Source: an optimization exercise on an open RTL-to-GDS flow (aim: small area, a short achievable clock period and few clock cycles per item). Production flows keep margins and buffers that such runs may drop.
In this exercise RTL edits were held to simulation tests only and were not proved equivalent to the original.
Power figures rest on the tool's default switching activity, not on a simulated workload.

### design/flow/config.mk
export PLATFORM = sky130hd
export DESIGN_NAME = lru_ordered_history_set
export DESIGN_NICKNAME = lru_ordered_history_set
export VERILOG_FILES = /design/flow/design.v
export SDC_FILE = /design/flow/constraint.sdc
export NUM_CORES = 8
export LEC_CHECK = 0
export CAP_MARGIN = 20
export CORE_MARGIN = 2
export CORE_UTILIZATION = 62
export CTS_BUF_LIST = sky130_fd_sc_hd__clkbuf_16
export CTS_CLUSTER_DIAMETER = 80
export CTS_CLUSTER_SIZE = 25
export PLACE_DENSITY = 0.66
export SETUP_SLACK_MARGIN = 5
export SLEW_MARGIN = 20
### design/flow/constraint.sdc
create_clock -name core_clock -period 9.0 [get_ports {clk}]
set_input_delay 1.8000 -clock core_clock [delete_from_list [all_inputs] [get_ports {clk}]]
set_output_delay 1.8000 -clock core_clock [all_outputs]
set_load 0.01 [all_outputs]
### design/flow/design.v
`timescale 1ns / 1ps
package lohs_pkg;
    localparam int KEY_W       = 64;
    localparam int FP_PORT_W   = 64;
    localparam int SLOT_PORT_W = 4;
    localparam int FILL_PORT_W = 5;
    typedef enum logic [1:0] {
        CMD_LOOKUP_OFFSET = 2'd0,
        CMD_LOOKUP_ADDR   = 2'd1,
        CMD_INSERT        = 2'd2,
        CMD_TOUCH         = 2'd3
    } lohs_cmd_t;
endpackage
`timescale 1ns / 1ps
module lohs_cell #(
    parameter int FOOTPRINT_BITS = 64
) (
    input  logic                          clk,
    input  logic                          wr,
    input  logic [lohs_pkg::KEY_W-1:0]    wr_offset_key,
    input  logic [lohs_pkg::KEY_W-1:0]    wr_address_key,
    input  logic [FOOTPRINT_BITS-1:0]     wr_footprint,
    input  logic [lohs_pkg::KEY_W-1:0]    offset_key,
    input  logic [lohs_pkg::KEY_W-1:0]    address_key,
    output logic                          eq_offset,
    output logic                          eq_address,
    output logic [FOOTPRINT_BITS-1:0]     cell_footprint
);
    logic [lohs_pkg::KEY_W-1:0] okey_reg;
    logic [lohs_pkg::KEY_W-1:0] akey_reg;
    logic [FOOTPRINT_BITS-1:0]  fp_reg;
    always_ff @(posedge clk)
    begin
        if (wr)
        begin
            okey_reg <= wr_offset_key;
            akey_reg <= wr_address_key;
            fp_reg   <= wr_footprint;
        end
    end
    assign eq_offset      = (okey_reg == offset_key);
    assign eq_address     = (akey_reg == address_key);
    assign cell_footprint = fp_reg;
endmodule
`timescale 1ns / 1ps
module lohs_ctrl #(
    parameter int ENTRIES        = 16,
    parameter int FOOTPRINT_BITS = 64,
    parameter int SLOT_W         = 4,
    parameter int COUNT_W        = 5
) (
    input  logic                                         clk,
    input  logic                                         rst_n,
    input  logic                                         in_valid,
    output logic                                         in_stall,
    input  lohs_pkg::lohs_cmd_t                          cmd,
    input  logic [lohs_pkg::KEY_W-1:0]                   offset_key,
    input  logic [lohs_pkg::KEY_W-1:0]                   address_key,
    input  logic [FOOTPRINT_BITS-1:0]                    entry_footprint,
    input  logic [ENTRIES-1:0]                           cell_eq_o,
    input  logic [ENTRIES-1:0]                           cell_eq_a,
    input  logic [ENTRIES-1:0][FOOTPRINT_BITS-1:0]       cell_footprint,
    output logic [ENTRIES-1:0]                           cell_wr,
    output logic [lohs_pkg::KEY_W-1:0]                   wr_offset_key,
    output logic [lohs_pkg::KEY_W-1:0]                   wr_address_key,
    output logic [FOOTPRINT_BITS-1:0]                    wr_footprint,
    output logic                                         out_valid,
    input  logic                                         out_stall,
    output logic                                         hit,
    output logic [lohs_pkg::SLOT_PORT_W-1:0]             slot,
    output logic [lohs_pkg::FP_PORT_W-1:0]               found_footprint,
    output logic [lohs_pkg::FILL_PORT_W-1:0]             fill_count
);
    localparam int RES_W = 1 + SLOT_W + FOOTPRINT_BITS + COUNT_W;
    logic [COUNT_W-1:0]            count_reg;
    logic [COUNT_W-1:0]            count_next;
    logic [ENTRIES-1:0]            valid;
    logic                          full;
    logic [ENTRIES-1:0][ENTRIES-1:0] rec_reg;
    logic [ENTRIES-1:0][ENTRIES-1:0] newer;
    logic                          b_valid;
    lohs_pkg::lohs_cmd_t           b_cmd;
    logic [lohs_pkg::KEY_W-1:0]    b_okey;
    logic [lohs_pkg::KEY_W-1:0]    b_akey;
    logic [FOOTPRINT_BITS-1:0]     b_fp;
    logic [ENTRIES-1:0]            b_eq_o;
    logic [ENTRIES-1:0]            b_eq_a;
    logic [ENTRIES-1:0]            b_wrote;     
    logic                          b_fwd_o;     
    logic                          b_fwd_a;
    logic                          c_valid;
    logic [ENTRIES-1:0]            c_sel;
    logic                          c_hit;
    logic [SLOT_W-1:0]             c_slot;      
    logic [COUNT_W-1:0]            c_fill;
    logic                          o_valid;
    logic [RES_W-1:0]              o_res;
    logic                          s_valid;
    logic [RES_W-1:0]              s_res;
    logic                          stall_reg;
    logic                          accept;
    logic                          out_free;
    logic                          fire_c;
    logic                          c_free;
    logic                          fire_b;
    logic                          b_valid_next;
    logic                          c_valid_next;
    logic                          o_valid_next;
    logic                          s_valid_next;
    logic                          b_insert;
    logic                          b_touch;
    logic [ENTRIES-1:0]            match;
    logic [ENTRIES-1:0]            free_slot;
    logic [ENTRIES-1:0]            lru;
    logic [ENTRIES-1:0]            victim;
    logic [SLOT_W-1:0]             victim_num;
    logic [ENTRIES-1:0]            promote;
    logic [ENTRIES-1:0]            sel_look;
    logic [ENTRIES-1:0]            sel_touch;
    logic [ENTRIES-1:0]            sel;
    logic [SLOT_W-1:0]             res_slot;
    logic [FOOTPRINT_BITS-1:0]     res_fp;
    logic [RES_W-1:0]              res;
    always_comb
    begin
        for (int s = 0; s < ENTRIES; s++)
        begin
            valid[s]     = (COUNT_W'(s) < count_reg);
            free_slot[s] = (COUNT_W'(s) == count_reg);
        end
        for (int i = 0; i < ENTRIES; i++)
        begin
            for (int j = 0; j < ENTRIES; j++)
            begin
                if (i < j)
                    newer[i][j] = rec_reg[i][j];
                else if (i > j)
                    newer[i][j] = !rec_reg[j][i];
                else
                    newer[i][j] = 1'b0;
            end
        end
    end
    assign full = count_reg[COUNT_W-1];
    assign out_free     = !o_valid || !out_stall;
    assign fire_c       = c_valid && (out_free || !s_valid);
    assign c_free       = !c_valid || !s_valid;
    assign fire_b       = b_valid && c_free;
    assign accept       = in_valid && !stall_reg;
    assign b_valid_next = accept || (b_valid && !fire_b);
    assign c_valid_next = fire_b || (c_valid && !fire_c);
    assign o_valid_next = out_free ? (s_valid || c_valid) : 1'b1;
    assign s_valid_next = out_free ? (s_valid && c_valid) : (s_valid || c_valid);
    always_ff @(posedge clk or negedge rst_n)
    begin
        if (!rst_n)
        begin
            b_valid   <= 1'b0;
            c_valid   <= 1'b0;
            o_valid   <= 1'b0;
            s_valid   <= 1'b0;
            stall_reg <= 1'b0;
        end
        else
        begin
            b_valid   <= b_valid_next;
            c_valid   <= c_valid_next;
            o_valid   <= o_valid_next;
            s_valid   <= s_valid_next;
            stall_reg <= b_valid_next && c_valid_next && s_valid_next;
        end
    end
    always_ff @(posedge clk)
    begin
        if (accept)
        begin
            b_cmd   <= cmd;
            b_okey  <= offset_key;
            b_akey  <= address_key;
            b_fp    <= entry_footprint;
            b_eq_o  <= cell_eq_o;
            b_eq_a  <= cell_eq_a;
            b_wrote <= cell_wr;
            b_fwd_o <= (b_okey == offset_key);
            b_fwd_a <= (b_akey == address_key);
        end
    end
    assign b_insert = (b_cmd == lohs_pkg::CMD_INSERT);
    assign b_touch  = (b_cmd == lohs_pkg::CMD_TOUCH);
    always_comb
    begin
        for (int s = 0; s < ENTRIES; s++)
        begin
            if (b_cmd == lohs_pkg::CMD_LOOKUP_OFFSET)
                match[s] = b_wrote[s] ? b_fwd_o : (valid[s] && b_eq_o[s]);
            else
                match[s] = b_wrote[s] ? b_fwd_a : (valid[s] && b_eq_a[s]);
        end
        for (int s = 0; s < ENTRIES; s++)
        begin
            sel_look[s] = match[s];
            for (int t = 0; t < ENTRIES; t++)
            begin
                if (t != s)
                    sel_look[s] = sel_look[s] && (!match[t] || newer[s][t]);
            end
            sel_touch[s] = match[s];
            for (int t = 0; t < s; t++)
            begin
                sel_touch[s] = sel_touch[s] && !match[t];
            end
        end
        if (b_insert)
            sel = '0;
        else if (b_touch)
            sel = sel_touch;
        else
            sel = sel_look;
        promote = (b_valid && b_touch) ? sel_touch : '0;
        for (int s = 0; s < ENTRIES; s++)
        begin
            lru[s] = 1'b1;
            for (int t = 0; t < ENTRIES; t++)
            begin
                if (t != s)
                    lru[s] = lru[s] && newer[t][s];
            end
        end
        victim     = full ? lru : free_slot;
        victim_num = '0;
        for (int s = 0; s < ENTRIES; s++)
        begin
            if (victim[s])
                victim_num = victim_num | SLOT_W'(s);
        end
        cell_wr    = (fire_b && b_insert) ? victim : '0;
        count_next = (fire_b && b_insert && !full) ? count_reg + COUNT_W'(1) : count_reg;
    end
    assign wr_offset_key  = b_okey;
    assign wr_address_key = b_akey;
    assign wr_footprint   = b_fp;
    always_ff @(posedge clk or negedge rst_n)
    begin
        if (!rst_n)
        begin
            count_reg <= '0;
        end
        else
        begin
            count_reg <= count_next;
        end
    end
    for (genvar i = 0; i < ENTRIES; i++)
    begin : g_rec_row
        for (genvar j = i + 1; j < ENTRIES; j++)
        begin : g_rec_col
            always_ff @(posedge clk)
            begin
                if (promote[i] || cell_wr[i])
                    rec_reg[i][j] <= 1'b1;
                else if (promote[j] || cell_wr[j])
                    rec_reg[i][j] <= 1'b0;
            end
        end
    end
    always_ff @(posedge clk)
    begin
        if (c_free)
        begin
            c_sel  <= sel;
            c_hit  <= !b_insert && (|match);
            c_slot <= b_insert ? victim_num : '0;
            c_fill <= count_next;
        end
    end
    always_comb
    begin
        res_slot = c_slot;
        res_fp   = '0;
        for (int s = 0; s < ENTRIES; s++)
        begin
            if (c_sel[s])
                res_slot = res_slot | SLOT_W'(s);
            res_fp = res_fp | (cell_footprint[s] & {FOOTPRINT_BITS{c_sel[s]}});
        end
    end
    assign res = {c_hit, res_slot, res_fp, c_fill};
    always_ff @(posedge clk)
    begin
        if (out_free && (s_valid || c_valid))
        begin
            o_res <= s_valid ? s_res : res;
        end
        if (c_valid && (s_valid ? out_free : !out_free))
        begin
            s_res <= res;
        end
    end
    assign in_stall = stall_reg;
    assign out_valid = o_valid;
    assign {hit, slot, found_footprint, fill_count} = o_res;
endmodule
`timescale 1ns / 1ps
module lru_ordered_history_set #(
    parameter int ENTRIES        = 16,
    parameter int FOOTPRINT_BITS = 64
) (
    input  logic                                 clk,
    input  logic                                 rst_n,
    input  logic                                 in_valid,
    output logic                                 in_stall,
    input  logic [1:0]                           cmd,
    input  logic [lohs_pkg::KEY_W-1:0]           offset_key,
    input  logic [lohs_pkg::KEY_W-1:0]           address_key,
    input  logic [lohs_pkg::FP_PORT_W-1:0]       entry_footprint,
    output logic                                 out_valid,
    input  logic                                 out_stall,
    output logic                                 hit,
    output logic [lohs_pkg::SLOT_PORT_W-1:0]     slot,
    output logic [lohs_pkg::FP_PORT_W-1:0]       found_footprint,
    output logic [lohs_pkg::FILL_PORT_W-1:0]     fill_count
);
    localparam int SLOT_W  = (ENTRIES > 1) ? $clog2(ENTRIES) : 1;
    localparam int COUNT_W = $clog2(ENTRIES + 1);
    logic [ENTRIES-1:0]                      cell_wr;
    logic [ENTRIES-1:0]                      cell_eq_o;
    logic [ENTRIES-1:0]                      cell_eq_a;
    logic [ENTRIES-1:0][FOOTPRINT_BITS-1:0]  cell_fp;
    logic [lohs_pkg::KEY_W-1:0]              wr_okey;
    logic [lohs_pkg::KEY_W-1:0]              wr_akey;
    logic [FOOTPRINT_BITS-1:0]               wr_fp;
    lohs_ctrl #(
        .ENTRIES        (ENTRIES),
        .FOOTPRINT_BITS (FOOTPRINT_BITS),
        .SLOT_W         (SLOT_W),
        .COUNT_W        (COUNT_W)
    ) u_ctrl (
        .clk              (clk),
        .rst_n            (rst_n),
        .in_valid         (in_valid),
        .in_stall         (in_stall),
        .cmd              (lohs_pkg::lohs_cmd_t'(cmd)),
        .offset_key       (offset_key),
        .address_key      (address_key),
        .entry_footprint  (entry_footprint[FOOTPRINT_BITS-1:0]),
        .cell_eq_o        (cell_eq_o),
        .cell_eq_a        (cell_eq_a),
        .cell_footprint   (cell_fp),
        .cell_wr          (cell_wr),
        .wr_offset_key    (wr_okey),
        .wr_address_key   (wr_akey),
        .wr_footprint     (wr_fp),
        .out_valid        (out_valid),
        .out_stall        (out_stall),
        .hit              (hit),
        .slot             (slot),
        .found_footprint  (found_footprint),
        .fill_count       (fill_count)
    );
    for (genvar c = 0; c < ENTRIES; c++)
    begin : g_cell
        lohs_cell #(
            .FOOTPRINT_BITS (FOOTPRINT_BITS)
        ) u_cell (
            .clk            (clk),
            .wr             (cell_wr[c]),
            .wr_offset_key  (wr_okey),
            .wr_address_key (wr_akey),
            .wr_footprint   (wr_fp),
            .offset_key     (offset_key),
            .address_key    (address_key),
            .eq_offset      (cell_eq_o[c]),
            .eq_address     (cell_eq_a[c]),
            .cell_footprint (cell_fp[c])
        );
    end
endmodule
### design/flow/flow/run.sh
#!/bin/bash
set -euo pipefail
MARGIN=$(cat flow/margin.txt)
bash standard.sh SETUP_SLACK_MARGIN=$MARGIN "BUFFER_PORTS_ARGS=-buffer_cell sky130_fd_sc_hd__buf_4" finish > make_finish.log 2>&1
### design/flow/flow/margin.txt
5.7
### design/flow/standard.sh
#!/bin/bash
# synth_recipe.tcl (not shown) runs the flow's synth.tcl, then flattens the netlist and writes it again
# the make line also repeats each setting of config.mk as NAME=value (left out here)
make -C /OpenROAD-flow-scripts/flow DESIGN_CONFIG=/design/flow/config.mk WORK_HOME=/design/flow/orfs CLKGATE_MAP_FILE= SYNTH_SCRIPT=/design/flow/synth_recipe.tcl "${@:-finish}"
==> impl_metrics.yaml, run 1 <==
min_path:
  holdPathStages: 0
  hp-start: "u_ctrl.b_akey[55]"
  min_to: "g_cell[7].u_cell.akey_reg[55]"
  hold_path_class: "reg2reg"
sta:
  setup-violations-final: 0
  skew_ns: 0.0550
  hold_viol_final: 0
  max-slew-margin-rel_pct: 13.0
  fin_crit_ns: 3.49
  period_share_pct: 38.7
  worst_pin_slew_ns: 1.30
  rsz0062_at_grt: "true"
  setup_tns_ns: 0
  max_freq_ghz: 0.287
  slew_violations: 0
clock_network:
  clk_latency_ns: 0.90
  cts_root_buffer: "clkbuf_16"
  path_clk_slew_ns: 0.10
  cts_tree: "done"
  cts_num_sinks: 3620
  htree_levels: 4
  numCtsBuffers: 172
  cts_buffer_depth: 3
setup_path:
  critPathMaxStageDelay_ns: 0.89
  reg2reg_slack_ns: 5.56
  crit_chain: "buf_4 -> xor2_1 -> nor4_1 -> nand4_1 -> nor4_2"
  worst-path-max-fanout: 18
  cp_slowest_cell: "nand4_1"
  crit_type: "in2reg"
  critPathCaptureType: "flip-flop"
  crit_arrival_ns: 4.18
  required_ns: 9.69
  cp-start-kind: "input port"
  rr_worst_depth: 9
  r2r-start: "u_ctrl.b_cmd[1]"
  worstReg2RegEnd: "u_ctrl.c_sel[3]"
synth:
  synthArstFlopShare_pct: 0.276
  ys.warnings.count: 2
  syn-cell-area_um2: 143000
  yosysUniqueCellTypes: 90
  ys_ff_latch: 3620
  synth-seq-area-share_pct: 75.0
  syn_inst: 8323
  syn_avg_cell_area_um2: 17.2
  syn_nets: 8525
  synth_edf_count: 3490
  synthFlopType: "edfxtp_1"
placement:
  finalWeightedCongestion: 0.970
  port-buffer-count: 273
  dpl.hpwl_um: 286000
  dp.cells: 11500
drt:
  viasPerCell: 7.21
  vias: 85200
  wl_um: 504000
  drtIter0Drc: 16800
  ant_nets: 0
  drc_errors: 0
  routedWlPerCell_um: 42.7
  firstDrtPassIters: 6
global_routing:
  grt_pass1_wl_um: 674000
  grt_antenna_before_repair: 57
  grt_usage_pct: 42.4
  first_global_vias: 78500
  grt_overflow: 0
  grt_max_degree: 113
run_status:
  run_status: "timing/DRC/antenna clean"
pwr:
  p_per_area_nw_per_um2: 244
  vdd_drop_max_uv: 263
  p_leak_nw: 52.0
floorplanning:
  ios: 274
  chipWidth_um: 485
  die_h_um: 485
  core_um2: 230000
  rows: 176
  initial_core_util_pct: 62.3
  fp.dieArea_um2: 235000
cells_and_area:
  layout-drive-gt1-share_pct: 12.1
  instances_no_fill: 11800
  nets: 8889
  area_growth_pct: 9.44
job:
  maxCapViolCount: 0
[layout make-up]
| cell class | instances | area, µm² |
|---|---|---|
| Tap cell | 3026 | 3790 |
| Timing Repair Buffer | 617 | 5520 |
| Multi-Input combinational cell | 4226 | 34700 |
| Inverter | 50 | 205 |
| Antenna cell | 31 | 77.6 |
| Fill cell | 15200 | 73100 |
| Clock buffer | 175 | 4380 |
| Sequential cell | 3620 | 107000 |
| Clock inverter | 60 | 648 |
[stage by stage]
stage | hold WS (ns) | power (W) | setup slack, ns | util, % | cell area [µm²]
detailed placement | 0.444 | 0.0291 | 4.39 | 65.2 | 150000
CTS | 0.466 | 0.0378 | 5.46 | 68.0 | 156000
floorplan | 0.422 | 0.0252 | 2.99 | - | 143000
global placement | 0.431 | 0.0290 | 4.16 | 65.2 | 150000
global route | 0.474 | 0.0389 | 5.47 | 68.2 | 157000
finish | 0.463 | 0.0382 | 5.51 | 68.2 | 157000
[worst max path at each step]
stage	endpoint	cells past startpoint	slack (ns)	from
2_1_floorplan	u_ctrl.stall_reg	3	2.99	in_valid
3_3_place_gp	u_ctrl.b_eq_a[7]	5	4.16	address_key[38]
3_5_place_dp	u_ctrl.b_fwd_a	5	4.39	address_key[4]
4_1_cts	found_footprint[18]	1	5.46	u_ctrl.o_res[23]
5_1_grt	u_ctrl.c_sel[15]	8	5.47	u_ctrl.b_cmd[1]
6_report	u_ctrl.b_eq_o[10]	5	5.51	offset_key[57]
[power by group]
group	internal, W	total (W)	switching (W)
Sequential	0.0203	0.0214	0.00118
Combinational	0.00241	0.00779	0.00538
Clock	0.00369	0.00895	0.00525
[kinds of logic after synthesis]
| group | after synthesis | share of synthesized area (%) |
|---|---|---|
| buf+inv | 478 | 1.32 |
| mux | 80 | 0.628 |
| xor+xnor | 2179 | 13.3 |
| fa+ha+maj | 5 | 0.0419 |
| compound gates | 891 | 5.15 |
| flops | 3620 | 75.0 |
| simple gates | 1070 | 4.54 |
[what timing repair did]
item,in CTS,in global routing
buffers inserted,41,8
gates resized for setup,127,61
hold buffers,0,0
cloned,8,2
setup endpoints to repair,2626,770
pin swaps,18,12
[synth_stat cells (all sizes together), types with 12 or more instances]
library cell,instances,area [µm²]
a21o,90,676
a21oi,32,164
a221oi,281,2510
a22o,263,2300
a22oi,16,125
a31oi,12,90.1
buf,69,349
clkbuf,359,1350
dfxtp,120,2400
edfxtp,3490,105000
inv,50,188
mux2,76,860
nand2,61,229
nand3,23,120
nand4,243,1520
nor2,56,225
nor3,21,121
nor4,613,3870
o21ai,45,225
o22ai,49,307
xor2,2177,19100
[per-layer routing]
metal	track usage, %	up-vias	wire, µm
met1	60.8	43600	180000
met5	0	-	157
met2	62.2	7612	222000
met3	11.4	1115	78300
li1	-	32800	-
met4	17.6	24	24700
[worst max-delay path, delay by kind of cell]
kind	cells	cell delay (ns)
xor+xnor	1	0.14
buf+inv	1	0.51
simple gates	3	1.68
[placed cells by master, fill, tap and decap left out, drive strengths merged, types with 10 or more instances in the layout]
cell,n
a21bo,10
a21o,90
a21oi,32
a221oi,281
a22o,263
a22oi,16
a31oi,12
buf,609
clkbuf,179
clkinv,18
dfrtp,10
dfxtp,120
diode,31
edfxtp,3490
inv,82
mux2,76
nand2,61
nand3,23
nand4,243
nor2,56
nor3,21
nor4,613
o21ai,45
o22ai,49
xor2,2177
Testbench counts, summed over its fixed seeds: cycles 32,024, items 32,000.
==> run 2: changes to the inputs <==
==> design/flow/flow/margin.txt (replaced) <==
5.5
==> run 2 against run 1 <==
  * Still clean
  * Non-clock buffer count is 22 lower
  * Core utilization decreased by 0.32 points
  * Clock power about the same
  * First-iteration DRC count increased by 1.5%
  * Die area unchanged
  * Critical path depth unchanged
  * Clock-buffer cell count unchanged
  * Flip-flop and latch count is the same
  * Total power shrank 0.30%
  * Worst setup slack got worse by 0.16 ns
  * Critical endpoint is now u_ctrl.b_eq_a[6]
  * Largest power group unchanged
  * Highest routed layer unchanged
==> impl_metrics.yaml, run 2 <==
sta:
  skew_ns: 0.0544
  whs_ns: 0.462
  slew_violations: 0
  rsz0062_at_grt: "true"
  setup_tns_ns: 0
  max_freq_ghz: 0.274
  fin_crit_ns: 3.65
  hold_viol_final: 0
  max-slew-margin-rel_pct: 9.56
  period_share_pct: 40.5
  setup-violations-final: 0
  worst_pin_slew_ns: 1.36
pwr:
  p_per_area_nw_per_um2: 244
  swShare_pct: 30.9
  p_int_w: 0.0263
  fin_total_pwr_w: 0.0381
  p_sw_w: 0.0117
  p_leak_nw: 51.8
  pwr-share-clk_pct: 23.5
  pwr-share-comb_pct: 20.1
  p_seq_share_pct: 56.4
  vdd_drop_max_uv: 262
setup_path:
  cp_slowest_cell: "nor4_1"
  critPathMaxStageDelay_ns: 0.71
  required_ns: 9.60
  crit_arrival_ns: 4.25
  critPathCaptureType: "flip-flop"
  worst-path-max-fanout: 18
  crit_chain: "buf_4 -> xor2_1 -> nor4_1 -> nand4_1 -> nor4_1"
  cpMostUsedCell: "nor4_1"
  crit_type: "in2reg"
  crit_family: "simple AND/OR/NAND/NOR gates"
  cp-start-kind: "input port"
  cp.buffers_inverters: 1
cells_and_area:
  instances_no_fill: 11800
  final_core_utilization_pct: 67.9
  fill_cells: 15300
  layout_common_cells: "edfxtp_1 (3490), xor2_1 (2177), nor4_1 (585)"
  layout-drive-gt1-share_pct: 11.4
  nets: 8866
  final_common_cell: "edfxtp_1"
  area_growth_pct: 8.93
synth:
  ys_ff_latch: 3620
  syn_inst: 8323
  syn_avg_cell_area_um2: 17.2
  yosys.area_share.adder_pct: 0.0419
  synth_edf_count: 3490
  synth_top_area_share_pct: 73.2
  synthTopCellsByCount: "edfxtp_1 (3490), xor2_1 (2177), nor4_1 (610)"
  syn_nets: 8525
  syn-cell-area_um2: 143000
  ys.warnings.count: 2
  synthFlopType: "edfxtp_1"
  yosys.area.top_type: "edfxtp_1"
  synth-seq-area-share_pct: 75.0
  muxShareOfSynthArea_pct: 0.628
  synth_xor_area_share_pct: 13.3
  synth_most_common_cell: "edfxtp_1"
  synth.top_cells.by_area: "edfxtp_1 (73%), xor2_1 (13%), nor4_1 (2.7%)"
  yosys.area_share.simple_pct: 4.54
  synth_compound_gate_area_share_pct: 5.15
  synthArstFlopShare_pct: 0.276
  synth_top_family_by_area: "XOR/XNOR gates"
  yosysUniqueCellTypes: 90
global_routing:
  grt_max_degree: 113
  first_global_vias: 78400
  grt_pass1_wl_um: 672000
  grt_usage_pct: 42.3
  grt_antenna_before_repair: 53
  grt_overflow: 0
drt:
  drtIter0Drc: 17000
  firstDrtPassIters: 6
  vias: 84900
  ant_nets: 0
  wl_um: 501000
  drc_errors: 0
  routedWlPerCell_um: 42.6
  viasPerCell: 7.21
placement:
  dpl.hpwl_um: 286000
  port-buffer-count: 273
  finalWeightedCongestion: 0.970
  dp.cells: 11500
floorplanning:
  initial_core_util_pct: 62.3
  fp.dieArea_um2: 235000
  ios: 274
  die_h_um: 485
  chipWidth_um: 485
  core_um2: 230000
  rows: 176
job:
  maxCapViolCount: 0
min_path:
  hold_path_class: "reg2reg"
clock_network:
  htree_levels: 4
  numCtsBuffers: 172
  cts_buffer_depth: 3
  path_clk_slew_ns: 0.10
  cts_root_buffer: "clkbuf_16"
  cts_hold_buf: 0
  cts_num_sinks: 3620
  clk_latency_ns: 0.90
  cts_tree: "done"
run_status:
  run_status: "timing/DRC/antenna clean"
-- run 2: cell counts after synthesis --
No cell type changed its count.
-- run 2: repair_timing --
action                                  4_1_cts  5_1_grt
cloned                                        5        0
endpoints found under the setup margin     1938      517
buffers inserted                             19       11
gates resized for setup                      72       27
pin swaps                                    10        5
-- run 2: stage by stage --
step | setup slack [ns] | instance area (µm²)
2_1_floorplan | 2.99 | 143000
3_3_place_gp | 4.16 | 150000
3_5_place_dp | 4.39 | 150000
4_1_cts | 5.46 | 156000
5_1_grt | 5.33 | 156000
6_report | 5.35 | 156000
-- run 2: cell type report --
type	count	area (µm²)	area share, %
multi-input combinational	4225	34400	22.0
inverter	50	201	0.129
timing repair buffer	595	5120	3.28
clock inverter	60	648	0.415
sequential	3620	107000	68.9
clock buffer	175	4380	2.81
antenna	22	55.1	0.0353
tap	3026	3790	2.43
-- run 2: cell families (layout without fill, tap and decap cells) --
kind of cell,count (synthesis),count (layout)
compound gates,891,891
xor+xnor,2179,2179
fa+ha+maj,5,5
buf+inv,478,880
flops,3620,3620
mux,80,80
other cells,0,22
simple gates,1070,1070
-- run 2: metal layers --
metal | track usage (%) | up-vias | wire length (µm) | part of all wire (%)
met5 | 0 | - | 141 | 0.028
met4 | 17.2 | 24 | 24900 | 5.0
met3 | 11.3 | 1154 | 76700 | 15
met2 | 62.1 | 7582 | 220000 | 44
met1 | 60.6 | 43400 | 179000 | 36
li1 | - | 32700 | - | -
-- run 2: worst paths after layout --
kind	startpoint	end	slack, ns	depth (start not counted)
max	address_key[5]	u_ctrl.b_eq_a[6]	5.35	5
min	u_ctrl.b_akey[55]	g_cell[7].u_cell.akey_reg[55]	0.46	0
max in group asynchronous	rst_n	u_ctrl.s_valid	8.09	1
min reg2reg	u_ctrl.b_akey[55]	g_cell[7].u_cell.akey_reg[55]	0.46	0
max reg2reg	u_ctrl.b_cmd[1]	u_ctrl.c_sel[15]	5.43	7
min in group asynchronous	rst_n	u_ctrl.o_valid	0.74	1
-- run 2: power groups by stage --
stage | Clock, W | Sequential, W | Combinational, W
final | 0.00895 | 0.0215 | 0.00766
after global routing | 0.00948 | 0.0215 | 0.00782
after CTS | 0.00893 | 0.0214 | 0.00746
after detailed placement | 0 | 0.0218 | 0.00737
after global placement | 0 | 0.0217 | 0.00730
after floorplan | 0 | 0.0215 | 0.00372
==> run 3: changes to the inputs <==
==> design/flow/flow/margin.txt (replaced) <==
5.9
==> run 3 against run 2 <==
  * Still clean on timing, DRC and antenna
  * Cell count increased by 0.70%
  * Die area did not move
  * Clock skew rose by 0.011 ns
  * Critical path type is now reg2out
==> impl_metrics.yaml, run 3 <==
clock_network:
  cts_tree: "done"
  cts_root_buffer: "clkbuf_16"
  numCtsBuffers: 172
  clk_latency_ns: 0.91
  htree_levels: 4
  cts_num_sinks: 3620
  cts_buffer_depth: 3
  path_clk_slew_ns: 0.09
  cts_hold_buf: 0
synth:
  syn_inst: 8323
  synth_top_family_by_area: "XOR/XNOR gates"
  synth_most_common_cell: "edfxtp_1"
  ys.warnings.count: 2
  synth_edf_count: 3490
  synth_compound_gate_area_share_pct: 5.15
  synth.top_cells.by_area: "edfxtp_1 (73%), xor2_1 (13%), nor4_1 (2.7%)"
  synthFlopType: "edfxtp_1"
  yosys.area.top_type: "edfxtp_1"
  syn_nets: 8525
  synth_top_area_share_pct: 73.2
  synth-seq-area-share_pct: 75.0
  yosysUniqueCellTypes: 90
  synthArstFlopShare_pct: 0.276
  muxShareOfSynthArea_pct: 0.628
  synthTopCellsByCount: "edfxtp_1 (3490), xor2_1 (2177), nor4_1 (610)"
  yosys.area_share.adder_pct: 0.0419
  ys_ff_latch: 3620
  syn_avg_cell_area_um2: 17.2
  syn-cell-area_um2: 143000
  yosys.area_share.simple_pct: 4.54
  synth_xor_area_share_pct: 13.3
cells_and_area:
  instances_no_fill: 11900
  area_growth_pct: 10.8
  nets: 8949
  layout_common_cells: "edfxtp_1 (3490), xor2_1 (2172), nor4_1 (519)"
  layout-drive-gt1-share_pct: 13.4
  fill_cells: 14900
  final_common_cell: "edfxtp_1"
setup_path:
  critPathCaptureType: "output port"
  required_ns: 7.20
  r2r-start: "u_ctrl.count_reg[0]"
  crit_type: "reg2out"
  critPathMaxStageDelay_ns: 0.58
  cp.buffers_inverters: 1
  rr_worst_depth: 7
  crit_start: "u_ctrl.o_res[23]"
  cp-start-kind: "flip-flop"
  reg2reg_slack_ns: 5.81
  path_depth: 1
  worstReg2RegEnd: "g_cell[14].u_cell.akey_reg[52]"
  worst-path-max-fanout: 1
  crit_chain: "buf_6"
  cp_slowest_cell: "edfxtp_1"
  crit_arrival_ns: 1.68
  crit_family: "flip-flops"
drt:
  firstDrtPassIters: 7
  wl_um: 510000
  met1_length_um: 182000
  ant_nets: 0
  wl_met3_um: 78600
  vias: 85500
  top_layer_used: "met5"
  drtIter0Drc: 16800
  drc_errors: 0
  viasPerCell: 7.22
  routedWlPerCell_um: 43.0
  routed-wl-met2_um: 222000
floorplanning:
  core_um2: 230000
  ios: 274
  initial_core_util_pct: 62.3
  fp.dieArea_um2: 235000
  rows: 176
  die_h_um: 485
  chipWidth_um: 485
sta:
  max-slew-margin-rel_pct: 12.6
  fin_crit_ns: 3.48
  skew_ns: 0.0649
  setup_tns_ns: 0
  worst_pin_slew_ns: 1.31
  period_share_pct: 38.7
  hold_viol_final: 0
  rsz0062_at_grt: "true"
  max_freq_ghz: 0.287
  layout_setup_ws_ns: 5.52
  whs_ns: 0.463
  slew_violations: 0
  setup-violations-final: 0
run_status:
  run_status: "timing/DRC/antenna clean"
placement:
  dpl.hpwl_um: 286000
  dp.cells: 11500
  dp_slack_ns: 4.39
  port-buffer-count: 273
  finalWeightedCongestion: 0.970
global_routing:
  first_global_vias: 78900
  grt_antenna_before_repair: 49
  grt_max_degree: 113
  grt_pass1_wl_um: 678000
  grt_usage_pct: 42.7
  grt_overflow: 0
min_path:
  hp-start: "u_ctrl.b_akey[55]"
  hold_path_class: "reg2reg"
  min_to: "g_cell[7].u_cell.akey_reg[55]"
  holdPathStages: 0
pwr:
  vdd_drop_max_uv: 252
  p_leak_nw: 52.7
  p_per_area_nw_per_um2: 242
job:
  maxCapViolCount: 0
[run 3: changes by cell type in the layout (fill, tap and decap cells not counted), sizes merged]
cell,before,now
o21bai,6,7
nand2b,7,8
buf,591,662
clkbuf,176,183
clkinvlp,6,7
diode,22,21
inv,83,82
bufbuf,3,5
o21ba,1,2
[run 3: stage by stage]
stage	cell area, µm²	total power [W]	utilization, %
floorplan	143000	0.0252	-
global placement	150000	0.0290	65.2
detailed placement	150000	0.0291	65.2
CTS	157000	0.0380	68.5
global route	159000	0.0392	69.0
finish	159000	0.0385	69.0
[run 3: repair_timing]
item	in CTS	in global routing
pin swaps	35	41
setup buffers	55	44
setup endpoints to repair	3084	1463
gates resized for setup	312	168
gates cloned	13	7
[run 3: worst max-delay path by stage]
stage | endpoint | slack, ns
6_report | found_footprint[18] | 5.52
5_1_grt | found_footprint[18] | 5.51
4_1_cts | found_footprint[18] | 5.46
3_5_place_dp | u_ctrl.b_fwd_a | 4.39
3_3_place_gp | u_ctrl.b_eq_a[7] | 4.16
2_1_floorplan | u_ctrl.stall_reg | 2.99
[run 3: metal layers]
metal  vias up  GRT usage, %
met4        22          18.3
met1     44000          60.9
met3      1160          11.8
met5         -             0
met2      7394          62.4
li1      32900             -
[run 3: power breakdown]
part           internal, W  total, W  switching [W]
clock network      0.00369   0.00895        0.00526
logic              0.00258   0.00801        0.00543
registers           0.0203    0.0215        0.00122
[run 3: layout make-up]
cell class / count / area (µm²) / area share, %
Antenna cell: 21 / 52.6 / 0.0331
Clock buffer: 175 / 4380 / 2.76
Clock inverter: 60 / 648 / 0.408
Inverter: 50 / 205 / 0.129
Multi-Input combinational cell: 4228 / 35200 / 22.2
Sequential cell: 3620 / 107000 / 67.7
Tap cell: 3026 / 3790 / 2.39
Timing Repair Buffer: 675 / 6980 / 4.40
[run 3: kinds of logic (layout without fill, tap and decap cells)]
logic type | count (synthesis) | in the layout
mux | 80 | 80
flops | 3620 | 3620
buf+inv | 478 | 960
fa+ha+maj | 5 | 5
other cells | 0 | 21
xor+xnor | 2179 | 2179
compound gates | 891 | 893
simple gates | 1070 | 1071
==> run 4: changes to the inputs <==
==> design/flow/flow/margin.txt (replaced) <==
6.1
==> run 4 against run 3 <==
  * Still clean
  * Core utilization rose by 2.2 points
  * Sequential power barely moved
  * Clock power barely moved
  * Clock-buffer cell count did not move
  * Clock skew fell by 0.0037 ns
  * Area after synthesis did not move
  * Largest power group unchanged
==> impl_metrics.yaml, run 4 <==
run_status:
  run_status: "timing/DRC/antenna clean"
synth:
  syn_avg_cell_area_um2: 17.2
  syn_nets: 8525
  yosysUniqueCellTypes: 90
  syn-cell-area_um2: 143000
  synth-seq-area-share_pct: 75.0
  synthFlopType: "edfxtp_1"
  synthTopCellsByCount: "edfxtp_1 (3490), xor2_1 (2177), nor4_1 (610)"
  synth_xor_area_share_pct: 13.3
  synth_top_area_share_pct: 73.2
  ys_ff_latch: 3620
  syn_inst: 8323
  synth_top_family_by_area: "XOR/XNOR gates"
  yosys.area_share.adder_pct: 0.0419
  ys.warnings.count: 2
  synthArstFlopShare_pct: 0.276
  synth_compound_gate_area_share_pct: 5.15
  yosys.area_share.simple_pct: 4.54
  yosys.area.top_type: "edfxtp_1"
  synth.top_cells.by_area: "edfxtp_1 (73%), xor2_1 (13%), nor4_1 (2.7%)"
  synth_most_common_cell: "edfxtp_1"
  synth_edf_count: 3490
  muxShareOfSynthArea_pct: 0.628
pwr:
  p_per_area_nw_per_um2: 239
  p_seq_share_pct: 55.0
  p_leak_nw: 54.8
  swShare_pct: 31.2
  p_int_w: 0.0269
  p_sw_w: 0.0122
  pwr-share-comb_pct: 22.1
  vdd_drop_max_uv: 253
  pwr-share-clk_pct: 22.9
clock_network:
  numCtsBuffers: 172
  cts_num_sinks: 3620
  cts_hold_buf: 0
  clk_latency_ns: 0.91
  path_clk_slew_ns: 0.09
  cts_buffer_depth: 3
  htree_levels: 4
  cts_tree: "done"
  cts_root_buffer: "clkbuf_16"
drt:
  vias: 87600
  firstDrtPassIters: 8
  wl_um: 527000
  routedWlPerCell_um: 43.5
  drtIter0Drc: 17200
  viasPerCell: 7.23
  ant_nets: 0
  drc_errors: 0
sta:
  skew_ns: 0.0613
  setup_tns_ns: 0
  worst_pin_slew_ns: 1.23
  setup-violations-final: 0
  fin_crit_ns: 3.48
  max_freq_ghz: 0.288
  hold_viol_final: 0
  rsz0062_at_grt: "true"
  period_share_pct: 38.6
  whs_ns: 0.470
  slew_violations: 0
  max-slew-margin-rel_pct: 18.3
setup_path:
  reg2reg_slack_ns: 5.96
  worst-path-max-fanout: 1
  rr_worst_depth: 10
  crit_type: "reg2out"
  critPathMaxStageDelay_ns: 0.57
  critPathCaptureType: "output port"
  cp-start-kind: "flip-flop"
  cp.buffers_inverters: 1
  required_ns: 7.20
  cp_slowest_cell: "edfxtp_1"
  r2r-start: "u_ctrl.b_cmd[1]"
  crit_family: "flip-flops"
  crit_arrival_ns: 1.68
  worstReg2RegEnd: "u_ctrl.c_sel[13]"
  crit_chain: "buf_6"
min_path:
  holdPathStages: 0
  min_to: "g_cell[7].u_cell.akey_reg[55]"
  hold_path_class: "reg2reg"
  hp-start: "u_ctrl.b_akey[55]"
cells_and_area:
  layout-drive-gt1-share_pct: 17.2
  nets: 9200
  layout_common_cells: "edfxtp_1 (3490), xor2_1 (2157), buf_4 (540)"
  area_growth_pct: 14.3
  fill_cells: 14500
  final_common_cell: "edfxtp_1"
global_routing:
  first_global_vias: 79700
  grt_max_degree: 86
  grt_usage_pct: 43.5
  grt_pass1_wl_um: 690000
  grt_antenna_before_repair: 51
  grt_overflow: 0
floorplanning:
  core_um2: 230000
  rows: 176
  initial_core_util_pct: 62.3
  chipWidth_um: 485
  die_h_um: 485
  ios: 274
  fp.dieArea_um2: 235000
job:
  maxCapViolCount: 0
placement:
  finalWeightedCongestion: 0.970
  port-buffer-count: 273
  dpl.hpwl_um: 286000
==> run 4: cell count changes in the layout (fill, tap and decap cells not counted), moves of 6 or more <==
| cell | before | now |
|---|---|---|
| buf_4 | 430 | 540 |
| nor4_1 | 519 | 455 |
| buf_12 | 43 | 94 |
| nor4_2 | 78 | 116 |
| buf_16 | 22 | 57 |
| nor4_4 | 16 | 42 |
| buf_6 | 145 | 165 |
| clkbuf_16 | 181 | 197 |
| xor2_1 | 2172 | 2157 |
| diode_2 | 21 | 31 |
| xor2_2 | 5 | 15 |
| o21ai_0 | 28 | 19 |
| clkbuf_8 | 2 | 10 |
| o22ai_1 | 43 | 37 |
==> run 4: cell type report <==
type,count,area [µm²],area share [%]
Antenna cell,31,77.6,0.0474
Clock buffer,175,4380,2.67
Clock inverter,60,648,0.396
Inverter,50,209,0.128
Multi-Input combinational cell,4231,36500,22.3
Sequential cell,3620,107000,65.6
Tap cell,3026,3790,2.31
Timing Repair Buffer,923,10700,6.52
==> run 4: cells by family (layout without fill, tap and decap cells) <==
| logic type | count (synthesis) | after routing |
|---|---|---|
| xor+xnor | 2179 | 2179 |
| flops | 3620 | 3620 |
| mux | 80 | 80 |
| fa+ha+maj | 5 | 5 |
| simple gates | 1070 | 1074 |
| other cells | 0 | 31 |
| compound gates | 891 | 893 |
| buf+inv | 478 | 1208 |
==> run 4: power by group through the flow <==
stage	Sequential, W	Combinational [W]	Clock [W]
5_1_grt	0.0216	0.00877	0.00947
6_report	0.0215	0.00864	0.00897
3_3_place_gp	0.0217	0.00730	0
2_1_floorplan	0.0215	0.00372	0
3_5_place_dp	0.0218	0.00737	0
4_1_cts	0.0214	0.00797	0.00893
==> run 4: repair_timing <==
item | CTS | global route
gates resized for setup | 589 | 331
gates cloned | 23 | 28
pin swaps | 78 | 136
setup endpoints to repair | 3430 | 1853
buffers inserted | 165 | 153
==> run 4: how the worst max path moves through the flow <==
stage / from / end / slack, ns / cells after the start
global route: u_ctrl.o_res[23] / found_footprint[18] / 5.49 / 1
CTS: u_ctrl.o_res[23] / found_footprint[18] / 5.46 / 1
detailed placement: address_key[4] / u_ctrl.b_fwd_a / 4.39 / 5
finish: u_ctrl.o_res[23] / found_footprint[18] / 5.52 / 1
floorplan: in_valid / u_ctrl.stall_reg / 2.99 / 3
global placement: address_key[38] / u_ctrl.b_eq_a[7] / 4.16 / 5
==> run 4: metrics by stage <==
step	worst slack, ns	util [%]	cell area (µm²)	std cells	power (W)
after floorplan	2.99	-	143000	8323	0.0252
after global placement	4.16	65.2	150000	11500	0.0290
after detailed placement	4.39	65.2	150000	11500	0.0291
after CTS	5.46	69.7	160000	11900	0.0383
after global routing	5.49	71.2	164000	12100	0.0398
final	5.52	71.2	164000	12100	0.0391
==> run 4: metal layers <==
metal / wire length, µm / GRT usage, % / vias up
met5: 398 / 0 / -
met4: 30100 / 19.7 / 32
met3: 83900 / 13.2 / 1318
met2: 228000 / 63.1 / 8014
met1: 184000 / 61.3 / 44800
li1: - / - / 33500
==> run 5: changes to the inputs <==
==> design/flow/flow/margin.txt (replaced) <==
5.7
--- a/design/flow/config.mk
+++ b/design/flow/config.mk
@@ -8,9 +8,8 @@
 export CAP_MARGIN = 20
 export CORE_MARGIN = 2
-export CORE_UTILIZATION = 62
+export CORE_UTILIZATION = 55
 export CTS_BUF_LIST = sky130_fd_sc_hd__clkbuf_16
 export CTS_CLUSTER_DIAMETER = 80
 export CTS_CLUSTER_SIZE = 25
-export PLACE_DENSITY = 0.66
 export SETUP_SLACK_MARGIN = 5
 export SLEW_MARGIN = 20
==> run 5 against run 4 <==
  * Sequential share of layout area grew 2.3 points
  * Worst setup slack lost 0.021 ns
  * Synthesized cell count is the same
  * Non-clock buffer count shrank 299
  * First-iteration DRC count shrank 8.6%
  * Core utilization shrank 10 points
  * Largest power group unchanged
  * Highest routed layer unchanged
  * Combinational power shrank 9.5%
  * Clock skew grew 0.015 ns
  * Area after synthesis is the same
  * Flip-flop and latch count is the same
  * Total power shrank 0.20%
==> impl_metrics.yaml, run 5 <==
clock_network:
  cts_hold_buf: 0
  path_clk_slew_ns: 0.10
  cts_buffer_depth: 4
  htree_levels: 4
  numCtsBuffers: 187
  clk_latency_ns: 0.94
  cts_root_buffer: "clkbuf_16"
  cts_num_sinks: 3620
  cts_tree: "done"
job:
  maxCapViolCount: 0
synth:
  yosys.area.top_type: "edfxtp_1"
  synth_most_common_cell: "edfxtp_1"
  syn-cell-area_um2: 143000
  synth.top_cells.by_area: "edfxtp_1 (73%), xor2_1 (13%), nor4_1 (2.7%)"
  synthFlopType: "edfxtp_1"
  yosysUniqueCellTypes: 90
  syn_avg_cell_area_um2: 17.2
  synth_top_area_share_pct: 73.2
  synthArstFlopShare_pct: 0.276
  ys.warnings.count: 2
  syn_inst: 8323
  synth_edf_count: 3490
  ys_ff_latch: 3620
  synth-seq-area-share_pct: 75.0
  syn_nets: 8525
  synthTopCellsByCount: "edfxtp_1 (3490), xor2_1 (2177), nor4_1 (610)"
setup_path:
  cp.buffers_inverters: 1
  cp-start-kind: "flip-flop"
  worst-path-max-fanout: 1
  critPathMaxStageDelay_ns: 0.59
  cp_slowest_cell: "edfxtp_1"
  path_depth: 1
  rr_worst_depth: 6
  crit_family: "flip-flops"
  critPathCaptureType: "output port"
  crit_arrival_ns: 1.70
  crit_chain: "buf_6"
  crit_type: "reg2out"
  required_ns: 7.20
cells_and_area:
  final_common_cell: "edfxtp_1"
  layout_common_cells: "edfxtp_1 (3490), xor2_1 (2177), nor4_1 (552)"
  final_core_utilization_pct: 61.0
  instances_no_fill: 12200
  fill_cells: 19100
  layout-drive-gt1-share_pct: 12.6
  nets: 8913
  area_growth_pct: 10.4
sta:
  setup_tns_ns: 0
  whs_ns: 0.463
  max_freq_ghz: 0.286
  hold_viol_final: 0
  period_share_pct: 38.9
  rsz0062_at_grt: "true"
  setup-violations-final: 0
  max-slew-margin-rel_pct: 3.27
  worst_pin_slew_ns: 1.45
  fin_crit_ns: 3.50
  skew_ns: 0.0767
  slew_violations: 0
  layout_setup_ws_ns: 5.50
drt:
  routedWlPerCell_um: 42.9
  wl_um: 525000
  ant_nets: 0
  viasPerCell: 6.95
  drtIter0Drc: 15700
  firstDrtPassIters: 6
  vias: 85100
  drc_errors: 0
floorplanning:
  initial_core_util_pct: 55.3
  rows: 187
  chipWidth_um: 514
  ios: 274
  fp.dieArea_um2: 265000
  die_h_um: 514
  core_um2: 259000
global_routing:
  grt_max_degree: 108
  grt_usage_pct: 39.1
  grt_overflow: 0
  first_global_vias: 77900
  grt_pass1_wl_um: 694000
  grt_antenna_before_repair: 67
min_path:
  hold_path_class: "reg2reg"
  holdPathStages: 0
placement:
  finalWeightedCongestion: 0.945
  dp.cells: 11900
  port-buffer-count: 273
  dp_slack_ns: 4.11
  dpl.hpwl_um: 299000
run_status:
  run_status: "timing/DRC/antenna clean"
pwr:
  p_leak_nw: 52.5
  p_per_area_nw_per_um2: 247
  vdd_drop_max_uv: 324
## run 5: cell type report
| cell class | instances | area (µm²) | area share, % |
|---|---|---|---|
| antenna | 33 | 82.6 | 0.0522 |
| clock buffer | 191 | 4780 | 3.02 |
| clock inverter | 97 | 933 | 0.590 |
| inverter | 50 | 205 | 0.130 |
| multi-input combinational | 4227 | 34800 | 22.0 |
| sequential | 3620 | 107000 | 67.9 |
| tap | 3402 | 4260 | 2.69 |
| timing repair buffer | 624 | 5700 | 3.60 |
| timing repair inverter | 1 | 7.51 | 0.00475 |
## run 5: per-stage QoR
step | instance area (µm²) | total power [W]
after floorplan | 143000 | 0.0252
after global placement | 151000 | 0.0292
after detailed placement | 151000 | 0.0293
after CTS | 158000 | 0.0388
after global routing | 158000 | 0.0398
final | 158000 | 0.0390
## run 5: metal layers
metal | share of wire, % | vias to the layer above | global-route usage (%)
met4 | 4.3 | 16 | 13.7
met2 | 45 | 6367 | 58.8
met1 | 38 | 44800 | 57.0
met3 | 13 | 965 | 7.98
met5 | 0.018 | - | 0
li1 | - | 32900 | -
## run 5: power breakdown
group	internal (W)	leakage [nW]	switching [W]
Combinational	0.00242	16.8	0.00540
Sequential	0.0203	32.8	0.00122
Clock	0.00420	2.94	0.00553
Total	0.0269	52.5	0.0121
## run 5: cells by family after synthesis
kind of cell	count (synthesis)	synth area share [%]
flops	3620	75.0
xor+xnor	2179	13.3
simple gates	1070	4.54
compound gates	891	5.15
buf+inv	478	1.32
mux	80	0.628
fa+ha+maj	5	0.0419
## run 5: repair_timing
item,4_1_cts,5_1_grt
pin swaps,23,15
gates cloned,7,2
endpoints found under the setup margin,3116,1024
resized for setup,141,88
endpoints found under the hold margin,0,0
setup buffers,37,10
## run 5: path summary, 6_finish.rpt
path | slack, ns | start | endpoint
max in group asynchronous | 8.10 | rst_n | u_ctrl.s_valid
min in group asynchronous | 0.72 | rst_n | u_ctrl.o_valid
min reg2reg | 0.46 | u_ctrl.b_okey[9] | g_cell[10].u_cell.okey_reg[9]
max reg2reg | 5.64 | u_ctrl.rec_reg[62] | g_cell[14].u_cell.fp_reg[30]
max | 5.50 | u_ctrl.o_res[17] | found_footprint[12]
min | 0.46 | u_ctrl.b_okey[9] | g_cell[10].u_cell.okey_reg[9]
==> run 6: changes to the inputs <==
==> design/flow/flow/run.sh (replaced) <==
#!/bin/bash
set -euo pipefail
MARGIN=$(cat flow/margin.txt)
ARGS=(SETUP_SLACK_MARGIN=$MARGIN "BUFFER_PORTS_ARGS=-buffer_cell sky130_fd_sc_hd__buf_4")
bash standard.sh "${ARGS[@]}" place > make_place.log 2>&1
ODB=$PWD/orfs/results/$FLOW_PLATFORM/lru_ordered_history_set/base/3_place.odb openroad -no_init -exit flow/out_regs.tcl > out_regs.log 2>&1
bash standard.sh "${ARGS[@]}" finish > make_finish.log 2>&1
==> design/flow/flow/margin.txt (replaced) <==
5.9
==> design/flow/flow/out_regs.tcl (new file) <==
# For each output port: move its buffer next to the pin and, when the
# buffer's input comes straight from a register with no other load, move that
# register next to it too; then legalize the placement.
read_db $::env(ODB)
set block [ord::get_db_block]
set core [$block getCoreArea]
set cx0 [expr [$core xMin] + 2000]; set cx1 [expr [$core xMax] - 12000]
set cy0 [expr [$core yMin] + 3000]; set cy1 [expr [$core yMax] - 3000]
proc clamp {v lo hi} { expr {$v < $lo ? $lo : ($v > $hi ? $hi : $v)} }
set moved 0
foreach bt [$block getBTerms] {
  if {[$bt getIoType] ne "OUTPUT"} { continue }
  set bb [$bt getBBox]
  set tx [clamp [expr ([$bb xMin] + [$bb xMax]) / 2] $cx0 $cx1]
  set ty [clamp [expr ([$bb yMin] + [$bb yMax]) / 2] $cy0 $cy1]
  set net [$bt getNet]
  foreach it [$net getITerms] {
    if {![$it isOutputSignal]} { continue }
    set buf [$it getInst]
    $buf setLocation $tx $ty
    incr moved
    foreach bi [$buf getITerms] {
      if {![$bi isInputSignal]} { continue }
      set n2 [$bi getNet]
      if {$n2 eq "NULL"} { continue }
      if {[llength [$n2 getITerms]] != 2} { continue }
      foreach it3 [$n2 getITerms] {
        if {![$it3 isOutputSignal]} { continue }
        set ff [$it3 getInst]
        set m [[$ff getMaster] getName]
        if {![string match "*__df*" $m] && ![string match "*__edf*" $m]} { continue }
        $ff setLocation $tx $ty
        incr moved
      }
    }
  }
}
puts "moved $moved cells"
detailed_placement
check_placement -verbose
write_db $::env(ODB)
--- a/design/flow/config.mk
+++ b/design/flow/config.mk
@@ -6,10 +6,13 @@
 export NUM_CORES = 8
 export LEC_CHECK = 0
+export ABC_AREA = 1
+export ABC_CLOCK_PERIOD_IN_PS = 3000
 export CAP_MARGIN = 20
 export CORE_MARGIN = 2
-export CORE_UTILIZATION = 55
+export CORE_UTILIZATION = 62
 export CTS_BUF_LIST = sky130_fd_sc_hd__clkbuf_16
 export CTS_CLUSTER_DIAMETER = 80
 export CTS_CLUSTER_SIZE = 25
+export PLACE_DENSITY = 0.66
 export SETUP_SLACK_MARGIN = 5
 export SLEW_MARGIN = 20
==> run 6 against run 5 <==
  * Still clean on timing, DRC and antenna
  * Sequential share of layout area is 0.82 points lower
  * Area after synthesis is 2.1% higher
  * Maximum frequency is 7.7% higher
  * Cell count is 11% higher
  * Die area is 9.3% lower
  * Hold slack worse by 0.0021 ns
  * Core utilization is 7.1 points higher
  * Clock-buffer cell count is 18 lower
==> impl_metrics.yaml, run 6 <==
setup_path:
  cp.buffers_inverters: 1
  worstReg2RegEnd: "g_cell[14].u_cell.akey_reg[57]"
  cp-start-kind: "flip-flop"
  crit_arrival_ns: 1.45
  required_ns: 7.20
  rr_worst_depth: 7
  r2r-start: "u_ctrl.rec_reg[94]"
  path_depth: 1
  crit_type: "reg2out"
  critPathCaptureType: "output port"
  reg2reg_slack_ns: 5.81
  crit_chain: "buf_6"
  cp_slowest_cell: "edfxtp_1"
  worst-path-max-fanout: 1
  critPathMaxStageDelay_ns: 0.43
  crit_family: "flip-flops"
sta:
  skew_ns: 0.0496
  rsz0062_at_grt: "true"
  period_share_pct: 36.1
  max-slew-margin-rel_pct: 10.9
  setup_tns_ns: 0
  fin_crit_ns: 3.25
  hold_viol_final: 0
  slew_violations: 0
  max_freq_ghz: 0.308
  worst_pin_slew_ns: 1.32
  setup-violations-final: 0
run_status:
  run_status: "timing/DRC/antenna clean"
cells_and_area:
  layout-drive-gt1-share_pct: 12.4
  nets: 10600
  final_core_utilization_pct: 68.2
  layout_common_cells: "edfxtp_1 (3490), nand2_1 (1731), xnor2_1 (1618)"
  area_growth_pct: 9.45
  fin_area_um2: 160000
  final_common_cell: "edfxtp_1"
  fill_cells: 16000
  instances_no_fill: 13600
drt:
  wl_met3_um: 57200
  wl_um: 466000
  top_layer_used: "met5"
  vias: 89800
  firstDrtPassIters: 8
  met1_length_um: 179000
  viasPerCell: 6.60
  routed-wl-met2_um: 208000
  ant_nets: 0
  routedWlPerCell_um: 34.2
  drc_errors: 0
  drtIter0Drc: 13300
global_routing:
  grt_pass1_wl_um: 644000
  grt_overflow: 0
  grt_max_degree: 125
  grt_antenna_before_repair: 38
  grt_usage_pct: 38.5
  first_global_vias: 84500
clock_network:
  cts_buffer_depth: 3
  htree_levels: 4
  path_clk_slew_ns: 0.09
  clk_latency_ns: 0.88
  cts_num_sinks: 3620
  cts_root_buffer: "clkbuf_16"
  numCtsBuffers: 171
  cts_tree: "done"
pwr:
  p_leak_nw: 51.2
  p_per_area_nw_per_um2: 241
  vdd_drop_max_uv: 233
synth:
  syn_nets: 10300
  synth_top_area_share_pct: 71.6
  synthArstFlopShare_pct: 0.276
  synth_most_common_cell: "edfxtp_1"
  ys.warnings.count: 2
  yosysUniqueCellTypes: 56
  synth-seq-area-share_pct: 73.4
  synthTopCellsByCount: "edfxtp_1 (3490), nand2_1 (1757), xnor2_1 (1619)"
  ys_ff_latch: 3620
  yosys.area.top_type: "edfxtp_1"
  synth_edf_count: 3490
  synthFlopType: "edfxtp_1"
  syn-cell-area_um2: 146000
  syn_inst: 10100
  syn_avg_cell_area_um2: 14.6
  synth.top_cells.by_area: "edfxtp_1 (72%), xnor2_1 (9.7%), nand2_1 (4.5%)"
placement:
  port-buffer-count: 273
  dpl.hpwl_um: 278000
  dp.cells: 13200
  finalWeightedCongestion: 1.03
  place_area_um2: 153000
job:
  maxCapViolCount: 0
floorplanning:
  initial_core_util_pct: 62.3
  ios: 274
  rows: 178
  fp.dieArea_um2: 240000
  core_um2: 235000
  die_h_um: 490
  chipWidth_um: 490
min_path:
  holdPathStages: 0
  hold_path_class: "reg2reg"
  min_to: "g_cell[13].u_cell.akey_reg[32]"
  hp-start: "u_ctrl.b_akey[32]"
## run 6: changes by cell type in the layout (fill, tap and decap cells not counted), sizes merged, moves of 162 or more
cell and delta:
inv +162, nand2 +1717, nand3 +250, nand4 +353, nor4 -430, or2 +269
xnor2 +1617, xor2 -2140
## run 6: kinds of logic after synthesis
logic type      share of synthesized area [%]
flops                                    73.4
simple gates                             11.0
xor+xnor                                 9.91
buf+inv                                  1.99
compound gates                           3.60
fa+ha+maj                              0.0342
## run 6: area by class of cell
| class | instances | area [µm²] | area share (%) |
|---|---|---|---|
| Tap cell | 3150 | 3940 | 2.46 |
| Timing Repair Buffer | 585 | 5880 | 3.67 |
| Inverter | 280 | 1240 | 0.776 |
| Clock buffer | 173 | 4330 | 2.70 |
| Antenna cell | 10 | 25.0 | 0.0156 |
| Sequential cell | 3620 | 107000 | 67.1 |
| Multi-Input combinational cell | 5713 | 36500 | 22.8 |
| Clock inverter | 64 | 669 | 0.418 |
| Timing Repair inverter | 9 | 55.1 | 0.0344 |
## run 6: what timing repair did
action,in CTS,in global routing
endpoints found under the setup margin,3042,911
pin swaps,9,14
buffers inserted,71,24
hold buffers,0,0
resized for setup,189,64
gates cloned,25,5
## run 6: power breakdown
part / switching [W] / internal (W)
clock: 0.00523 / 0.00367
combinational: 0.00582 / 0.00236
sequential: 0.00119 / 0.0203
total: 0.0122 / 0.0263
## run 6: through the flow
step           hold slack (ns)  setup slack [ns]  total power, W
2_1_floorplan            0.427              3.16          0.0255
4_1_cts                  0.462              5.71          0.0383
5_1_grt                  0.475              5.70          0.0396
3_5_place_dp             0.436              4.31          0.0293
3_3_place_gp             0.436              4.42          0.0292
6_report                 0.461              5.75          0.0386
## run 6: worst max-delay path by stage
stage | slack [ns] | startpoint | end
after detailed placement | 4.31 | offset_key[29] | u_ctrl.b_eq_o[5]
after floorplan | 3.16 | in_valid | u_ctrl.b_akey[0]
after global routing | 5.70 | u_ctrl.o_res[67] | found_footprint[62]
final | 5.75 | u_ctrl.o_res[30] | found_footprint[25]
after CTS | 5.71 | u_ctrl.o_res[27] | found_footprint[22]
after global placement | 4.42 | offset_key[29] | u_ctrl.b_eq_o[5]
## run 6: layer usage
metal / vias to the layer above / global-route usage (%)
li1: 37300 / -
met4: 22 / 14.8
met1: 45500 / 56.1
met3: 910 / 7.79
met2: 6035 / 57.7
met5: - / 0
==> run 7: changes to the inputs <==
==> design/flow/flow/margin.txt (replaced) <==
6.1
--- a/design/flow/config.mk
+++ b/design/flow/config.mk
@@ -6,6 +6,4 @@
 export NUM_CORES = 8
 export LEC_CHECK = 0
-export ABC_AREA = 1
-export ABC_CLOCK_PERIOD_IN_PS = 3000
 export CAP_MARGIN = 20
 export CORE_MARGIN = 2
==> run 7 against run 6 <==
  * Sequential share of layout area decreased by 0.99 points
  * Clock power about the same
  * Critical endpoint is now found_footprint[60]
  * Design area up 1.5%
  * Non-clock buffer count is 284 higher
  * Via count decreased by 2.8%
  * Core utilization grew 2.6 points
  * Hold slack gained 0.0073 ns
  * Highest routed layer unchanged
==> impl_metrics.yaml, run 7 <==
run_status:
  run_status: "timing/DRC/antenna clean"
clock_network:
  path_clk_slew_ns: 0.10
  cts_buffer_depth: 3
  clk_latency_ns: 0.91
  cts_tree: "done"
  htree_levels: 4
  cts_num_sinks: 3620
  numCtsBuffers: 170
  cts_root_buffer: "clkbuf_16"
  cts_hold_buf: 0
drt:
  drc_errors: 0
  vias: 87200
  ant_nets: 0
  viasPerCell: 7.24
  wl_um: 522000
  firstDrtPassIters: 6
  routedWlPerCell_um: 43.3
  drtIter0Drc: 17100
synth:
  yosys.area.top_type: "edfxtp_1"
  synth_top_area_share_pct: 73.2
  ys.warnings.count: 2
  synthFlopType: "edfxtp_1"
  synth_most_common_cell: "edfxtp_1"
  yosys.area_share.simple_pct: 4.54
  ys_ff_latch: 3620
  syn_nets: 8525
  synth.top_cells.by_area: "edfxtp_1 (73%), xor2_1 (13%), nor4_1 (2.7%)"
  synth-seq-area-share_pct: 75.0
  muxShareOfSynthArea_pct: 0.628
  syn_avg_cell_area_um2: 17.2
  synth_xor_area_share_pct: 13.3
  syn_inst: 8323
  synthTopCellsByCount: "edfxtp_1 (3490), xor2_1 (2177), nor4_1 (610)"
  synth_top_family_by_area: "XOR/XNOR gates"
  syn-cell-area_um2: 143000
  synthArstFlopShare_pct: 0.276
  yosys.area_share.adder_pct: 0.0419
  synth_compound_gate_area_share_pct: 5.15
  synth_edf_count: 3490
  yosysUniqueCellTypes: 90
setup_path:
  crit_family: "flip-flops"
  r2r-start: "u_ctrl.count_reg[4]"
  rr_worst_depth: 7
  cp_slowest_cell: "edfxtp_1"
  crit_chain: "buf_6"
  critPathCaptureType: "output port"
  cp-start-kind: "flip-flop"
  reg2reg_slack_ns: 5.91
  worstReg2RegEnd: "g_cell[6].u_cell.akey_reg[39]"
  critPathMaxStageDelay_ns: 0.42
  crit_type: "reg2out"
  crit_arrival_ns: 1.46
  worst-path-max-fanout: 1
  required_ns: 7.20
  cp.buffers_inverters: 1
cells_and_area:
  fin_area_um2: 163000
  final_common_cell: "edfxtp_1"
  layout_common_cells: "edfxtp_1 (3490), xor2_1 (2163), buf_4 (512)"
  fill_cells: 14600
  area_growth_pct: 13.5
  layout-drive-gt1-share_pct: 16.4
  nets: 9142
  final_core_utilization_pct: 70.7
global_routing:
  grt_antenna_before_repair: 56
  grt_max_degree: 113
  grt_usage_pct: 43.4
  grt_overflow: 0
  first_global_vias: 79800
  grt_pass1_wl_um: 689000
min_path:
  hold_path_class: "reg2reg"
  holdPathStages: 0
  min_to: "g_cell[7].u_cell.akey_reg[55]"
  hp-start: "u_ctrl.b_akey[55]"
sta:
  slew_violations: 0
  skew_ns: 0.0529
  worst_pin_slew_ns: 1.39
  rsz0062_at_grt: "true"
  max_freq_ghz: 0.307
  fin_crit_ns: 3.26
  period_share_pct: 36.2
  setup-violations-final: 0
  setup_tns_ns: 0
  max-slew-margin-rel_pct: 7.32
  hold_viol_final: 0
placement:
  finalWeightedCongestion: 0.970
  dpl.hpwl_um: 286000
  place_area_um2: 150000
  port-buffer-count: 273
pwr:
  p_leak_nw: 54.4
  p_per_area_nw_per_um2: 240
  vdd_drop_max_uv: 238
floorplanning:
  die_h_um: 485
  ios: 274
  core_um2: 230000
  rows: 176
  chipWidth_um: 485
  initial_core_util_pct: 62.3
  fp.dieArea_um2: 235000
job:
  maxCapViolCount: 0
[run 7: cell types whose count changed after synthesis, sizes merged, moves of 251 or more]
| cell | before | now |
|---|---|---|
| xor2 | 37 | 2177 |
| nand4 | 596 | 243 |
| nand3 | 274 | 23 |
| xnor2 | 1619 | 2 |
| nor4 | 183 | 613 |
| or2 | 273 | 4 |
| nand2 | 1777 | 61 |
[run 7: metal layers]
layer  wire [µm]  GRT usage (%)
met5         255              0
met4       29500           19.0
met3       82400           12.1
met2      226000           63.4
met1      183000           61.7
[run 7: area by class of cell]
| cell class | count | area, µm² | area share [%] |
|---|---|---|---|
| Antenna cell | 27 | 67.6 | 0.0416 |
| Tap cell | 3026 | 3790 | 2.33 |
| Multi-Input combinational cell | 4229 | 36200 | 22.3 |
| Clock buffer | 174 | 4350 | 2.68 |
| Clock inverter | 56 | 567 | 0.349 |
| Sequential cell | 3620 | 107000 | 66.1 |
| Timing Repair Buffer | 869 | 9880 | 6.08 |
| Inverter | 50 | 205 | 0.126 |
[run 7: metrics by stage]
stage | worst slack [ns] | cells | hold slack (ns) | power, W
after CTS | 5.69 | 11900 | 0.467 | 0.0383
final | 5.74 | 12100 | 0.468 | 0.0390
after global placement | 4.16 | 11500 | 0.431 | 0.0290
after floorplan | 2.99 | 8323 | 0.422 | 0.0252
after detailed placement | 4.39 | 11500 | 0.444 | 0.0291
after global routing | 5.70 | 12000 | 0.491 | 0.0397
[run 7: cells by family (layout without fill, tap and decap cells)]
| kind of cell | after synthesis | count (layout) |
|---|---|---|
| AOI/OAI and AO/OA | 891 | 892 |
| xor gates and xnor gates | 2179 | 2179 |
| adders and majority gates | 5 | 5 |
| buffers and inverters | 478 | 1149 |
| DFF | 3620 | 3620 |
| muxes | 80 | 80 |
| other | 0 | 27 |
| and+or+nand+nor | 1070 | 1073 |
[run 7: how the worst max path moves through the flow]
stage,end,start,cells after the start
6_report,found_footprint[60],u_ctrl.o_res[65],1
5_1_grt,found_footprint[39],u_ctrl.o_res[44],1
4_1_cts,found_footprint[39],u_ctrl.o_res[44],1
3_5_place_dp,u_ctrl.b_fwd_a,address_key[4],5
3_3_place_gp,u_ctrl.b_eq_a[7],address_key[38],5
2_1_floorplan,u_ctrl.stall_reg,in_valid,3
[run 7: report_power, final]
part           switching [W]  internal, W  total (W)
logic                0.00574      0.00285    0.00859
clock network        0.00524      0.00363    0.00887
registers            0.00124       0.0203     0.0215
[run 7: what timing repair did]
action | in CTS | in global routing
cloned | 20 | 18
pin swaps | 66 | 98
endpoints found under the setup margin | 3426 | 1811
gates resized for setup | 568 | 270
setup buffers | 126 | 150

## static timing again, ports no longer ideal
The flow's constraints put no driver on any port. The routed layouts listed below were extracted and timed again, unchanged, in two steps. Step 1: set_driving_cell puts a clkbuf_16 on clk and a buf_2 on each other input, an assumption about the parent block. Step 2 also shifts input and output timing later by t, the mid clock arrival at the registers, as if the neighbouring blocks saw the same clock. Three values: no drivers, after step 1, after step 2; two values: the first two.
run | shift t [ns] | setup slack, ns | hold WS [ns] | pins driven straight from the clock port
run 1 | 0.989 | 5.514 / 5.423 / 4.525 | 0.463 / 0.463 / 0.463 | 1
run 2 | 0.984 | 5.353 / 5.408 / 4.452 | 0.462 / 0.462 / 0.462 | 1
run 3 | 0.993 | 5.519 / 5.406 / 4.700 | 0.463 / 0.463 / 0.463 | 1
run 4 | 0.986 | 5.522 / 5.418 / 4.888 | 0.470 / 0.470 / 0.470 | 1
run 5 | 1.002 | 5.501 / 5.398 / 4.630 | 0.463 / 0.463 / 0.463 | 1
run 6 | 0.956 | 5.753 / 5.654 / 4.903 | 0.461 / 0.461 / 0.461 | 1
run 7 | 0.982 | 5.740 / 5.636 / 4.797 | 0.468 / 0.468 / 0.468 | 1
After both steps every run listed still meets setup and hold. The setup slack of run 1, which loses most, moves by -0.091 ns with the drivers and by -0.989 ns with both steps.
